This is an optimization exercise on Yosys and OpenROAD, whose aim is a short achievable clock period and few clock cycles, not a production implementation. The RTL was checked by simulation tests, not by an equivalence proof against the original design. Power is estimated from default activity; no workload was simulated.

==> run M: inputs <==
==> flow/design.v <==
`default_nettype none
package rv_pipeline_pkg;
    typedef enum logic [6:0] {
        OPC_OP     = 7'b0110011,
        OPC_OP_IMM = 7'b0010011,
        OPC_LOAD   = 7'b0000011,
        OPC_STORE  = 7'b0100011,
        OPC_BRANCH = 7'b1100011,
        OPC_SYSTEM = 7'b1110011
    } opcode_e;
    typedef enum logic [2:0] {
        ALU_ADD, ALU_SUB, ALU_AND, ALU_OR, ALU_XOR, ALU_SLT
    } alu_op_e;
    typedef enum logic [1:0] {
        BUS_NONE  = 2'd0,
        BUS_LOAD  = 2'd1,
        BUS_STORE = 2'd2
    } bus_cmd_e;
    typedef struct packed {
        logic [31:0]       inst;
        logic [32-1:0]  pc;
        logic              valid;
    } fetch_pkt_t;
    typedef struct packed {
        logic [32-1:0]      pc;
        logic [32-1:0]      rs1_val;   
        logic [32-1:0]      rs2_val;
        logic [32-1:0]      imm;
        logic [5-1:0] rd;
        alu_op_e               alu_op;
        logic                  use_imm;   
        logic                  is_load;
        logic                  is_store;
        logic                  br_eq;
        logic                  br_ne;
        logic                  halt;      
        logic                  wr_reg;    
        logic                  valid;
    } decode_pkt_t;
    typedef struct packed {
        logic [32-1:0]      pc;
        logic [32-1:0]      result;      
        logic [32-1:0]      store_data;
        logic [5-1:0] rd;
        logic                  is_load;
        logic                  is_store;
        logic                  halt;
        logic                  wr_reg;
        logic                  valid;
        logic                  br_taken;
        logic [32-1:0]      br_target;
    } exec_pkt_t;
    typedef struct packed {
        logic                  valid;
        logic [5-1:0] rd;
        logic [32-1:0]      value;
        logic                  is_load;
    } fwd_t;
    typedef struct packed {
        logic             taken;
        logic [32-1:0] target;
    } redirect_t;
    typedef struct packed {
        logic                  valid;
        logic [32-1:0]      pc;
        logic                  wr_en;
        logic [5-1:0] wr_idx;
        logic [32-1:0]      wr_data;
    } commit_t;
endpackage
`default_nettype wire
`timescale 1ns/1ps
`default_nettype none
module register_file (
    input  logic                  clock,
    input  logic                  wr_en,
    input  logic [5-1:0] wr_idx,
    input  logic [32-1:0]      wr_data,
    input  logic [5-1:0] rs1_idx,
    input  logic [5-1:0] rs2_idx,
    output logic [32-1:0]      rs1_data,
    output logic [32-1:0]      rs2_data
);
    logic [32-1:0] regs [1:32-1];
    always_ff @(posedge clock) begin
        if (wr_en && (wr_idx != 5'd0)) regs[wr_idx] <= wr_data;
    end
    assign rs1_data = (rs1_idx == 5'd0) ? '0 : regs[rs1_idx];
    assign rs2_data = (rs2_idx == 5'd0) ? '0 : regs[rs2_idx];
endmodule
`default_nettype wire
`timescale 1ns/1ps
`default_nettype none
module rv_pipeline (
    input  logic             clock,
    input  logic             reset,
    input  logic [32-1:0] mem_rdata,
    output rv_pipeline_pkg::bus_cmd_e         mem_cmd,
    output logic [32-1:0] mem_addr,
    output logic [32-1:0] mem_wdata,
    output rv_pipeline_pkg::commit_t          commit,
    output logic             halted
);
    logic [31:0] fpc;
    logic        q0_v, q1_v;
    logic        q0_new, q1_new;   
    logic [31:0] q0_inst, q1_inst, q0_pc, q1_pc;
    logic        halting;    
    logic        e_v;
    logic [31:0] e_pc, e_a, e_b, e_sd, e_alt;
    logic [4:0]  e_rd;
    logic        e_wr, e_load, e_store, e_br, e_bne, e_pred, e_halt;
    logic        e_op_add, e_op_sub, e_op_slt, e_op_xor, e_op_or, e_op_and;
    logic        e_fa, e_fb, e_fs;
    logic        m_v, m_dsel, m_store, m_load, m_wr, m_halt;
    logic [31:0] m_pc, m_res, m_sd;
    logic [4:0]  m_rd;
    logic        w_v, w_wr;
    logic [4:0]  w_rd;
    logic [31:0] w_pc, w_data;
    assign mem_addr  = m_dsel ? m_res : fpc;
    assign mem_cmd   = (m_dsel && m_store) ? rv_pipeline_pkg::BUS_STORE : rv_pipeline_pkg::BUS_LOAD;
    assign mem_wdata = m_sd;
    assign commit.valid   = w_v;
    assign commit.pc      = w_pc;
    assign commit.wr_en   = w_wr;
    assign commit.wr_idx  = w_rd;
    assign commit.wr_data = w_data;
    logic [31:0] inst;
    logic [6:0]  opc;
    logic [2:0]  f3;
    logic [4:0]  rs1, rs2, rd;
    logic        d_opr, d_opi, d_load, d_store, d_br, d_sys;
    logic        use1, use2, d_wr, d_pred;
    logic [31:0] imm_i, imm_s, imm_b;
    logic [31:0] d_target, d_next;
    logic [31:0] rf1, rf2, v1, v2;
    logic        stall, issue, flush;
    assign inst = q0_inst;
    assign opc  = inst[6:0];
    assign f3   = inst[14:12];
    assign rs1  = inst[19:15];
    assign rs2  = inst[24:20];
    assign rd   = inst[11:7];
    assign d_opr   = (opc == 7'b0110011);
    assign d_opi   = (opc == 7'b0010011);
    assign d_load  = (opc == 7'b0000011);
    assign d_store = (opc == 7'b0100011);
    assign d_br    = (opc == 7'b1100011);
    assign d_sys   = (opc == 7'b1110011);
    assign use1 = d_opr | d_opi | d_load | d_store | d_br;
    assign use2 = d_opr | d_store | d_br;
    assign d_wr = (d_opr | d_opi | d_load) && (rd != 5'd0);
    assign imm_i = {{20{inst[31]}}, inst[31:20]};
    assign imm_s = {{20{inst[31]}}, inst[31:25], inst[11:7]};
    assign imm_b = {{19{inst[31]}}, inst[31], inst[7], inst[30:25], inst[11:8], 1'b0};
    function automatic logic pred_taken(input logic [31:0] w);
        pred_taken = (w[6:0] == 7'b1100011) && ((w[12] == 1'b0) == (w[19:15] == w[24:20]));
    endfunction
    function automatic logic [31:0] br_imm(input logic [31:0] w);
        br_imm = {{19{w[31]}}, w[31], w[7], w[30:25], w[11:8], 1'b0};
    endfunction
    assign d_pred   = pred_taken(inst);
    assign d_target = q0_pc + imm_b;
    assign d_next   = q0_pc + 32'd4;
    logic        redirect_f;
    logic [31:0] f_target;
    logic        pr0, pr1;
    logic [31:0] t1;
    assign pr0 = q0_v && q0_new && d_pred;
    assign pr1 = q1_v && q1_new && pred_taken(q1_inst);
    assign t1  = q1_pc + br_imm(q1_inst);
    assign redirect_f = pr0 || pr1;
    assign f_target   = pr1 ? t1 : d_target;
    register_file u_rf (
        .clock    (clock),
        .wr_en    (w_v && w_wr),
        .wr_idx   (w_rd),
        .wr_data  (w_data),
        .rs1_idx  (rs1),
        .rs2_idx  (rs2),
        .rs1_data (rf1),
        .rs2_data (rf2)
    );
    logic [31:0] m_val;
    assign m_val = m_load ? mem_rdata : m_res;
    assign v1 = (m_v && m_wr && (m_rd == rs1)) ? m_val :
                (w_v && w_wr && (w_rd == rs1)) ? w_data : rf1;
    assign v2 = (m_v && m_wr && (m_rd == rs2)) ? m_val :
                (w_v && w_wr && (w_rd == rs2)) ? w_data : rf2;
    logic m1, m2;
    assign m1 = e_v && e_wr && (e_rd == rs1);
    assign m2 = e_v && e_wr && (e_rd == rs2);
    assign stall = e_load && ((use1 && m1) || (use2 && m2));
    logic [31:0] a, b, sd, res;
    logic [31:0] s00, s10, s01, s11, d00, d10, d01, sum, diff;
    logic        e00, e10, e01, eq, lt, taken, mispredict;
    assign a  = e_fa ? m_res : e_a;
    assign b  = e_fb ? m_res : e_b;
    assign sd = e_fs ? m_res : e_sd;
    assign s00 = e_a + e_b;
    assign s10 = m_res + e_b;
    assign s01 = e_a + m_res;
    assign s11 = {m_res[30:0], 1'b0};
    assign d00 = e_a - e_b;
    assign d10 = m_res - e_b;
    assign d01 = e_a - m_res;
    assign e00 = (e_a == e_b);
    assign e10 = (m_res == e_b);
    assign e01 = (e_a == m_res);
    always_comb begin
        case ({e_fa, e_fb})
            2'b00:   begin sum = s00; diff = d00; eq = e00; end
            2'b10:   begin sum = s10; diff = d10; eq = e10; end
            2'b01:   begin sum = s01; diff = d01; eq = e01; end
            default: begin sum = s11; diff = '0;  eq = 1'b1; end
        endcase
    end
    assign lt = (a[31] != b[31]) ? a[31] : diff[31];
    always_comb begin
        res = ({32{e_op_add}} & sum)  |
              ({32{e_op_sub}} & diff) |
              ({32{e_op_xor}} & (a ^ b)) |
              ({32{e_op_or}}  & (a | b)) |
              ({32{e_op_and}} & (a & b)) |
              {31'd0, e_op_slt & lt};
    end
    assign taken      = eq ^ e_bne;
    assign mispredict = e_v && e_br && (taken != e_pred);
    assign flush      = mispredict;
    logic fetch_ok, keep_fetch;
    logic adv;
    assign adv        = q0_v && !stall && !halting;
    assign issue      = adv && !flush;
    assign fetch_ok   = !m_dsel && (adv || !q1_v);
    assign keep_fetch = fetch_ok && !flush && !redirect_f;
    always_ff @(posedge clock) begin
        if (reset) begin
            fpc     <= 32'h0000_0000;
            q0_v    <= 1'b0;
            q1_v    <= 1'b0;
            halting <= 1'b0;
        end else begin
            if (flush)           fpc <= e_alt;
            else if (redirect_f) fpc <= f_target;
            else if (fetch_ok)   fpc <= fpc + 32'd4;
            if (flush) begin
                q0_v <= 1'b0;
                q1_v <= 1'b0;
            end else begin
                if (adv) begin
                    if (q1_v) begin
                        q0_v <= 1'b1;
                        q1_v <= keep_fetch;
                    end else begin
                        q0_v <= keep_fetch;
                        q1_v <= 1'b0;
                    end
                end else begin
                    if (!q0_v)      q0_v <= keep_fetch;
                    else if (!q1_v) q1_v <= keep_fetch;
                end
            end
            if (issue && d_sys) halting <= 1'b1;
            q0_new <= keep_fetch && (adv ? !q1_v : !q0_v);
            q1_new <= keep_fetch && (adv ? q1_v : q0_v);
        end
    end
    always_ff @(posedge clock) begin
        if (adv) begin
            if (q1_v) begin
                q0_inst <= q1_inst;
                q0_pc   <= q1_pc;
                q1_inst <= mem_rdata;
                q1_pc   <= fpc;
            end else begin
                q0_inst <= mem_rdata;
                q0_pc   <= fpc;
            end
        end else if (!q0_v) begin
            q0_inst <= mem_rdata;
            q0_pc   <= fpc;
        end else if (!q1_v) begin
            q1_inst <= mem_rdata;
            q1_pc   <= fpc;
        end
    end
    always_ff @(posedge clock) begin
        if (reset) begin
            e_v <= 1'b0;
            m_v <= 1'b0;
            m_dsel <= 1'b0;
            w_v <= 1'b0;
            halted <= 1'b0;
        end else begin
            e_v    <= issue;
            m_v    <= e_v;
            m_dsel <= e_v && (e_load || e_store);
            w_v    <= m_v;
            if (m_v && m_halt) halted <= 1'b1;
        end
    end
    always_ff @(posedge clock) begin
        e_pc     <= q0_pc;
        e_a      <= v1;
        e_b      <= (d_opi || d_load || d_store) ? (d_store ? imm_s : imm_i) : v2;
        e_sd     <= v2;
        e_rd     <= rd;
        e_wr     <= d_wr;
        e_load   <= d_load;
        e_store  <= d_store;
        e_br     <= d_br;
        e_bne    <= f3[0];
        e_pred   <= d_pred;
        e_alt    <= d_pred ? d_next : d_target;
        e_halt   <= d_sys;
        e_op_sub <= d_opr && (f3 == 3'b000) && inst[30];
        e_op_add <= !(d_opr && (f3 != 3'b000 || inst[30]));
        e_op_slt <= d_opr && (f3 == 3'b010);
        e_op_xor <= d_opr && (f3 == 3'b100);
        e_op_or  <= d_opr && (f3 == 3'b110);
        e_op_and <= d_opr && (f3 == 3'b111);
        e_fa     <= m1;
        e_fb     <= m2 && use2 && !d_store;
        e_fs     <= m2;
        m_pc    <= e_pc;
        m_res   <= res;
        m_sd    <= sd;
        m_rd    <= e_rd;
        m_wr    <= e_wr;
        m_load  <= e_load;
        m_store <= e_store;
        m_halt  <= e_halt;
        w_pc   <= m_pc;
        w_wr   <= m_v && m_wr;
        w_rd   <= m_rd;
        w_data <= m_load ? mem_rdata : m_res;
    end
endmodule
`default_nettype wire
==> flow/run.sh <==
#!/bin/bash
# synth_recipe.tcl (not shown) runs the flow's synth.tcl, then flattens the netlist and writes it again
# the make line also repeats each setting of config.mk as NAME=value (left out here)
make -C /OpenROAD-flow-scripts/flow DESIGN_CONFIG=/design/flow/config.mk WORK_HOME=/design/flow/orfs CLKGATE_MAP_FILE= SYNTH_SCRIPT=/design/flow/synth_recipe.tcl finish
==> flow/config.mk <==
export PLATFORM = sky130hd
export DESIGN_NAME = rv_pipeline
export DESIGN_NICKNAME = rv_pipeline
export VERILOG_FILES = /design/flow/design.v
export SDC_FILE = /design/flow/constraint.sdc
export NUM_CORES = 4
export LEC_CHECK = 0
export CAP_MARGIN = 20
export CORE_MARGIN = 2
export CORE_UTILIZATION = 40
export SETUP_SLACK_MARGIN = 3.0
export SLEW_MARGIN = 20
==> flow/constraint.sdc <==
create_clock -name core_clock -period 6.0 [get_ports {clock}]
set_input_delay 1.2000 -clock core_clock [delete_from_list [all_inputs] [get_ports {clock}]]
set_output_delay 1.2000 -clock core_clock [all_outputs]
set_load 0.01 [all_outputs]
==> run P (differences from run M) <==
==> flow/design.v, changed modules only <==
module rv_pipeline (
    input  logic             clock,
    input  logic             reset,
    input  logic [32-1:0] mem_rdata,
    output rv_pipeline_pkg::bus_cmd_e         mem_cmd,
    output logic [32-1:0] mem_addr,
    output logic [32-1:0] mem_wdata,
    output rv_pipeline_pkg::commit_t          commit,
    output logic             halted
);
    logic [31:0] fpc;
    logic        q0_v, q1_v;
    logic        q0_new, q1_new;   
    logic [31:0] q0_inst, q1_inst, q0_pc, q1_pc;
    logic [31:0] q0_tgt, q1_tgt;   
    logic        halting;          
    logic        e_v;
    logic [31:0] e_pc, e_a, e_b, e_sd, e_alt;
    logic [4:0]  e_rd;
    logic        e_wr, e_load, e_store, e_br, e_bne, e_pred, e_halt;
    logic        e_vbr, e_wrong;   
    logic [31:0] e_nb;             
    logic        e_op_add, e_op_sub, e_op_slt, e_op_xor, e_op_or, e_op_and;
    logic        e_fa, e_fb, e_fs;
    logic        m_v, m_dsel, m_store, m_load, m_wr, m_halt;
    logic [31:0] m_pc, m_res, m_sd;
    logic [4:0]  m_rd;
    logic [31:0] m_aq, f_aq;       
    logic [1:0]  m_cmd;
    logic        w_v, w_wr;
    logic [4:0]  w_rd;
    logic [31:0] w_pc, w_data;
    assign mem_addr  = m_aq | f_aq;
    assign mem_cmd   = rv_pipeline_pkg::bus_cmd_e'(m_cmd);
    assign mem_wdata = m_sd;
    assign commit.valid   = w_v;
    assign commit.pc      = w_pc;
    assign commit.wr_en   = w_wr;
    assign commit.wr_idx  = w_rd;
    assign commit.wr_data = w_data;
    function automatic logic pred_taken(input logic [31:0] w);
        pred_taken = (w[6:0] == 7'b1100011) && ((w[12] == 1'b0) == (w[19:15] == w[24:20]));
    endfunction
    function automatic logic [31:0] br_imm(input logic [31:0] w);
        br_imm = {{19{w[31]}}, w[31], w[7], w[30:25], w[11:8], 1'b0};
    endfunction
    logic [31:0] inst;
    logic [6:0]  opc;
    logic [2:0]  f3;
    logic [4:0]  rs1, rs2, rd;
    logic        d_opr, d_opi, d_load, d_store, d_br, d_sys;
    logic        use1, use2, d_wr, d_pred;
    logic [31:0] imm_i, imm_s;
    logic [31:0] rf1, rf2, v1, v2;
    logic        stall, adv, issue, flush;
    assign inst = q0_inst;
    assign opc  = inst[6:0];
    assign f3   = inst[14:12];
    assign rs1  = inst[19:15];
    assign rs2  = inst[24:20];
    assign rd   = inst[11:7];
    assign d_opr   = (opc == 7'b0110011);
    assign d_opi   = (opc == 7'b0010011);
    assign d_load  = (opc == 7'b0000011);
    assign d_store = (opc == 7'b0100011);
    assign d_br    = (opc == 7'b1100011);
    assign d_sys   = (opc == 7'b1110011);
    assign use1 = d_opr | d_opi | d_load | d_store | d_br;
    assign use2 = d_opr | d_store | d_br;
    assign d_wr = (d_opr | d_opi | d_load) && (rd != 5'd0);
    assign imm_i = {{20{inst[31]}}, inst[31:20]};
    assign imm_s = {{20{inst[31]}}, inst[31:25], inst[11:7]};
    assign d_pred = pred_taken(inst);
    register_file u_rf (
        .clock    (clock),
        .wr_en    (w_v && w_wr),
        .wr_idx   (w_rd),
        .wr_data  (w_data),
        .rs1_idx  (rs1),
        .rs2_idx  (rs2),
        .rs1_data (rf1),
        .rs2_data (rf2)
    );
    logic [31:0] m_val;
    assign m_val = m_load ? mem_rdata : m_res;
    assign v1 = (m_v && m_wr && (m_rd == rs1)) ? m_val :
                (w_v && w_wr && (w_rd == rs1)) ? w_data : rf1;
    assign v2 = (m_v && m_wr && (m_rd == rs2)) ? m_val :
                (w_v && w_wr && (w_rd == rs2)) ? w_data : rf2;
    logic m1, m2;
    assign m1 = e_v && e_wr && (e_rd == rs1);
    assign m2 = e_v && e_wr && (e_rd == rs2);
    assign stall = e_load && ((use1 && m1) || (use2 && m2));
    logic [31:0] a, b, sd, res;
    logic [31:0] s00, s10, s01, s11, d00, d10, d01, sum, diff;
    logic        e00, e10, e01, eq, lt, taken, mispredict;
    assign a  = e_fa ? m_res : e_a;
    assign b  = e_fb ? m_res : e_b;
    assign sd = e_fs ? m_res : e_sd;
    assign s00 = e_a + e_b;
    assign s10 = m_res + e_b;
    assign s01 = e_a + m_res;
    assign s11 = {m_res[30:0], 1'b0};
    assign d00 = e_a + e_nb + 32'd1;
    assign d10 = m_res + e_nb + 32'd1;
    assign d01 = e_a - m_res;
    assign e00 = (e_a == e_b);
    assign e10 = (m_res == e_b);
    assign e01 = (e_a == m_res);
    always_comb begin
        case ({e_fa, e_fb})
            2'b00:   begin sum = s00; diff = d00; eq = e00; end
            2'b10:   begin sum = s10; diff = d10; eq = e10; end
            2'b01:   begin sum = s01; diff = d01; eq = e01; end
            default: begin sum = s11; diff = '0;  eq = 1'b1; end
        endcase
    end
    assign lt = (a[31] != b[31]) ? a[31] : diff[31];
    always_comb begin
        res = ({32{e_op_add}} & sum)  |
              ({32{e_op_sub}} & diff) |
              ({32{e_op_xor}} & (a ^ b)) |
              ({32{e_op_or}}  & (a | b)) |
              ({32{e_op_and}} & (a & b)) |
              {31'd0, e_op_slt & lt};
    end
    assign taken      = eq ^ e_bne;
    assign mispredict = e_vbr && (eq == e_wrong);
    assign flush      = mispredict;
    localparam int NC = 8;
    logic [NC-1:0] c_v, c_pred, hitv;
    logic [29:0]   c_tag [NC];
    logic [31:0]   c_inst [NC];
    logic [31:0]   c_tgt [NC];
    logic [31:0]   c_nxt [NC];     
    logic [2:0]    c_ptr;     
    logic          hit, h_pred;
    logic [31:0]   h_inst, h_tgt, h_nxt;
    always_comb begin
        h_inst = '0;
        h_tgt  = '0;
        h_nxt  = '0;
        for (int i = 0; i < NC; i++) begin
            hitv[i] = c_v[i] && (c_tag[i] == fpc[31:2]);
            h_inst  = h_inst | ({32{hitv[i]}} & c_inst[i]);
            h_tgt   = h_tgt  | ({32{hitv[i]}} & c_tgt[i]);
            h_nxt   = h_nxt  | ({32{hitv[i]}} & c_nxt[i]);
        end
        hit    = |hitv;
        h_pred = |(hitv & c_pred);
    end
    logic        fill;
    logic [31:0] fill_inst, fill_pc, fill_tgt;
    assign fill      = (q0_v && q0_new) || (q1_v && q1_new);
    assign fill_inst = q1_new ? q1_inst : q0_inst;
    assign fill_pc   = q1_new ? q1_pc : q0_pc;
    assign fill_tgt  = q1_new ? q1_tgt : q0_tgt;
    logic        st_last;     
    logic [29:0] st_word;
    always_ff @(posedge clock) begin
        if (reset) begin
            c_v     <= '0;
            c_ptr   <= '0;
            st_last <= 1'b0;
        end else begin
            st_last <= m_dsel && m_store;
            for (int i = 0; i < NC; i++)
                if (st_last && (c_tag[i] == st_word)) c_v[i] <= 1'b0;
            if (fill) begin
                c_v[c_ptr] <= 1'b1;
                c_ptr      <= c_ptr + 1'b1;
            end
        end
    end
    always_ff @(posedge clock) begin
        st_word <= m_res[31:2];
        if (fill) begin
            c_tag[c_ptr]  <= fill_pc[31:2];
            c_inst[c_ptr] <= fill_inst;
            c_pred[c_ptr] <= pred_taken(fill_inst);
            c_tgt[c_ptr]  <= fill_tgt;
            c_nxt[c_ptr]  <= pred_taken(fill_inst) ? fill_tgt : fill_pc + 32'd4;
        end
    end
    logic        fetch_ok, keep_fetch, f_pred, dsel_n;
    logic [31:0] f_word, f_tgt, fpc_n;
    assign f_word = m_dsel ? h_inst : mem_rdata;
    assign f_tgt  = m_dsel ? h_tgt : fpc + br_imm(mem_rdata);
    assign f_pred = m_dsel ? h_pred : pred_taken(mem_rdata);
    assign adv   = q0_v && !stall && !halting;
    assign issue = adv && !flush;
    assign fetch_ok   = (hit || !m_dsel) && (adv || !q1_v);
    assign keep_fetch = fetch_ok && !flush;
    always_comb begin
        if (reset)         fpc_n = 32'h0000_0000;
        else if (flush)    fpc_n = e_alt;
        else if (fetch_ok) fpc_n = m_dsel ? h_nxt : (f_pred ? f_tgt : fpc + 32'd4);
        else               fpc_n = fpc;
    end
    assign dsel_n = !reset && e_v && (e_load || e_store);
    always_ff @(posedge clock) begin
        fpc    <= fpc_n;
        f_aq   <= dsel_n ? '0 : fpc_n;
        m_aq   <= dsel_n ? (e_fa ? s10 : s00) : '0;  
        m_cmd  <= (dsel_n && e_store) ? 2'd2 : 2'd1;
        m_dsel <= dsel_n;
    end
    always_ff @(posedge clock) begin
        if (reset) begin
            q0_v    <= 1'b0;
            q1_v    <= 1'b0;
            halting <= 1'b0;
        end else begin
            if (flush) begin
                q0_v <= 1'b0;
                q1_v <= 1'b0;
            end else begin
                if (adv) begin
                    if (q1_v) begin
                        q0_v <= 1'b1;
                        q1_v <= keep_fetch;
                    end else begin
                        q0_v <= keep_fetch;
                        q1_v <= 1'b0;
                    end
                end else begin
                    if (!q0_v)      q0_v <= keep_fetch;
                    else if (!q1_v) q1_v <= keep_fetch;
                end
            end
            if (issue && d_sys) halting <= 1'b1;
            q0_new <= keep_fetch && !hit && (adv ? !q1_v : !q0_v);
            q1_new <= keep_fetch && !hit && (adv ? q1_v : q0_v);
        end
    end
    always_ff @(posedge clock) begin
        if (adv) begin
            if (q1_v) begin
                q0_inst <= q1_inst;
                q0_pc   <= q1_pc;
                q0_tgt  <= q1_tgt;
                q1_inst <= f_word;
                q1_pc   <= fpc;
                q1_tgt  <= f_tgt;
            end else begin
                q0_inst <= f_word;
                q0_pc   <= fpc;
                q0_tgt  <= f_tgt;
            end
        end else if (!q0_v) begin
            q0_inst <= f_word;
            q0_pc   <= fpc;
            q0_tgt  <= f_tgt;
        end else if (!q1_v) begin
            q1_inst <= f_word;
            q1_pc   <= fpc;
            q1_tgt  <= f_tgt;
        end
    end
    always_ff @(posedge clock) begin
        if (reset) begin
            e_v    <= 1'b0;
            e_vbr  <= 1'b0;
            m_v    <= 1'b0;
            w_v    <= 1'b0;
            halted <= 1'b0;
        end else begin
            e_v    <= issue;
            e_vbr  <= issue && d_br;
            m_v    <= e_v;
            w_v    <= m_v;
            if (m_v && m_halt) halted <= 1'b1;
        end
    end
    always_ff @(posedge clock) begin
        e_pc     <= q0_pc;
        e_a      <= v1;
        e_b      <= (d_opi || d_load || d_store) ? (d_store ? imm_s : imm_i) : v2;
        e_nb     <= ~v2;
        e_sd     <= v2;
        e_rd     <= rd;
        e_wr     <= d_wr;
        e_load   <= d_load;
        e_store  <= d_store;
        e_br     <= d_br;
        e_bne    <= f3[0];
        e_pred   <= d_pred;
        e_wrong  <= f3[0] ^ !d_pred;    
        e_alt    <= d_pred ? q0_pc + 32'd4 : q0_tgt;
        e_halt   <= d_sys;
        e_op_sub <= d_opr && (f3 == 3'b000) && inst[30];
        e_op_add <= !(d_opr && (f3 != 3'b000 || inst[30]));
        e_op_slt <= d_opr && (f3 == 3'b010);
        e_op_xor <= d_opr && (f3 == 3'b100);
        e_op_or  <= d_opr && (f3 == 3'b110);
        e_op_and <= d_opr && (f3 == 3'b111);
        e_fa     <= m1;
        e_fb     <= m2 && use2 && !d_store;
        e_fs     <= m2;
        m_pc    <= e_pc;
        m_res   <= res;
        m_sd    <= sd;
        m_rd    <= e_rd;
        m_wr    <= e_wr;
        m_load  <= e_load;
        m_store <= e_store;
        m_halt  <= e_halt;
        w_pc   <= m_pc;
        w_wr   <= m_v && m_wr;
        w_rd   <= m_rd;
        w_data <= m_load ? mem_rdata : m_res;
    end
endmodule
Settings changed: CAP_MARGIN 20 to 35, CORE_UTILIZATION 40 to 55, SLEW_MARGIN 20 to 35.
==> metrics.md <==
| Metric | Value |
|---|---|
| Final clock-cell share | 5.79% |
| Area of the multi-input gates | 57,200 um2 |
| Placed cell area | between 100,000 and 150,000 um2 |
| H-tree depth | 5 |
| Dpl hpwl | 312,000 um |
| Post_cts resized | 2,232 |
| Top cells by area, synth | edfxtp_1, mux4_2, dfxtp_1 |
| Height of the die | 490 um |
| Largest net degree at the start of global routing | 91 |
| Status | complete, no violations |
| Core area | about 230,000 um2 |
| Synthesized flop and latch total | 2,747 |
| Clk pwr | 18.8 mW |
| Top power group | registers |
| Reg2Reg Capture Point | c_nxt[6][28] |
| Die Width | 490 um |
| Layout non-clock buf frac | 11.7% |
| Drt first-iter violations | about 17k |
# the run above: run P

==> metrics.md <==
| Metric | Value |
|---|---|
| H-tree depth | 4 |
| Status | complete, no violations |
| Dpl hpwl | just under 200,000 um |
| Largest net degree at the start of global routing | 67 |
| Drt first-iter violations | 7,379 |
| Synthesized flop and latch total | 1,527 |
| Height of the die | 454 um |
| Area of the multi-input gates | 40,000 um2 |
| Die Width | about 450 um |
| Placed cell area | approximately 86,000 um2 |
| Reg2Reg Capture Point | m_res[30] |
| Layout non-clock buf frac | 8.09% |
# the run above: run M

Testbench counts of run M, summed over its fixed seeds: cycles 109,889.
Testbench counts of run P, summed over its fixed seeds: cycles 100,653.

afterwards: timing with drivers on the ports:
In the flow no input, the clock included, has a driving cell. The finished layouts below were timed again as built, in two steps.
Step 1 (the two cells are an assumption about what drives the block):
set clk [get_ports {clock}]
set_driving_cell -lib_cell sky130_fd_sc_hd__clkbuf_16 $clk
set_driving_cell -lib_cell sky130_fd_sc_hd__buf_2 [delete_from_list [all_inputs] $clk]
Step 2, shift: input delay + t, output delay - t, t = (earliest + latest rising clock arrival at the registers) / 2. This alone moves slack from input paths to output paths.
a / b / c = ideal / step 1 / step 2; a / b = the first two.
| run | t (ns) | slack for setup (ns) | worst setup path at the end | slew at the worst register clock pin (ns) | worst slew at a driven data input, ns |
|---|---|---|---|---|---|
| run M | 0.930 | 2.507 / 2.459 / 2.507 | register to register | 0.07 / 0.07 | 0.07 |
| run P | 1.050 | 2.038 / 2.038 / 1.152 | input to register | 0.07 / 0.07 | 0.17 |
After both steps setup and hold are still met in every run listed. For run P, which loses most, drivers alone change the setup slack by 0.000 ns; drivers and shift together by -0.886 ns.
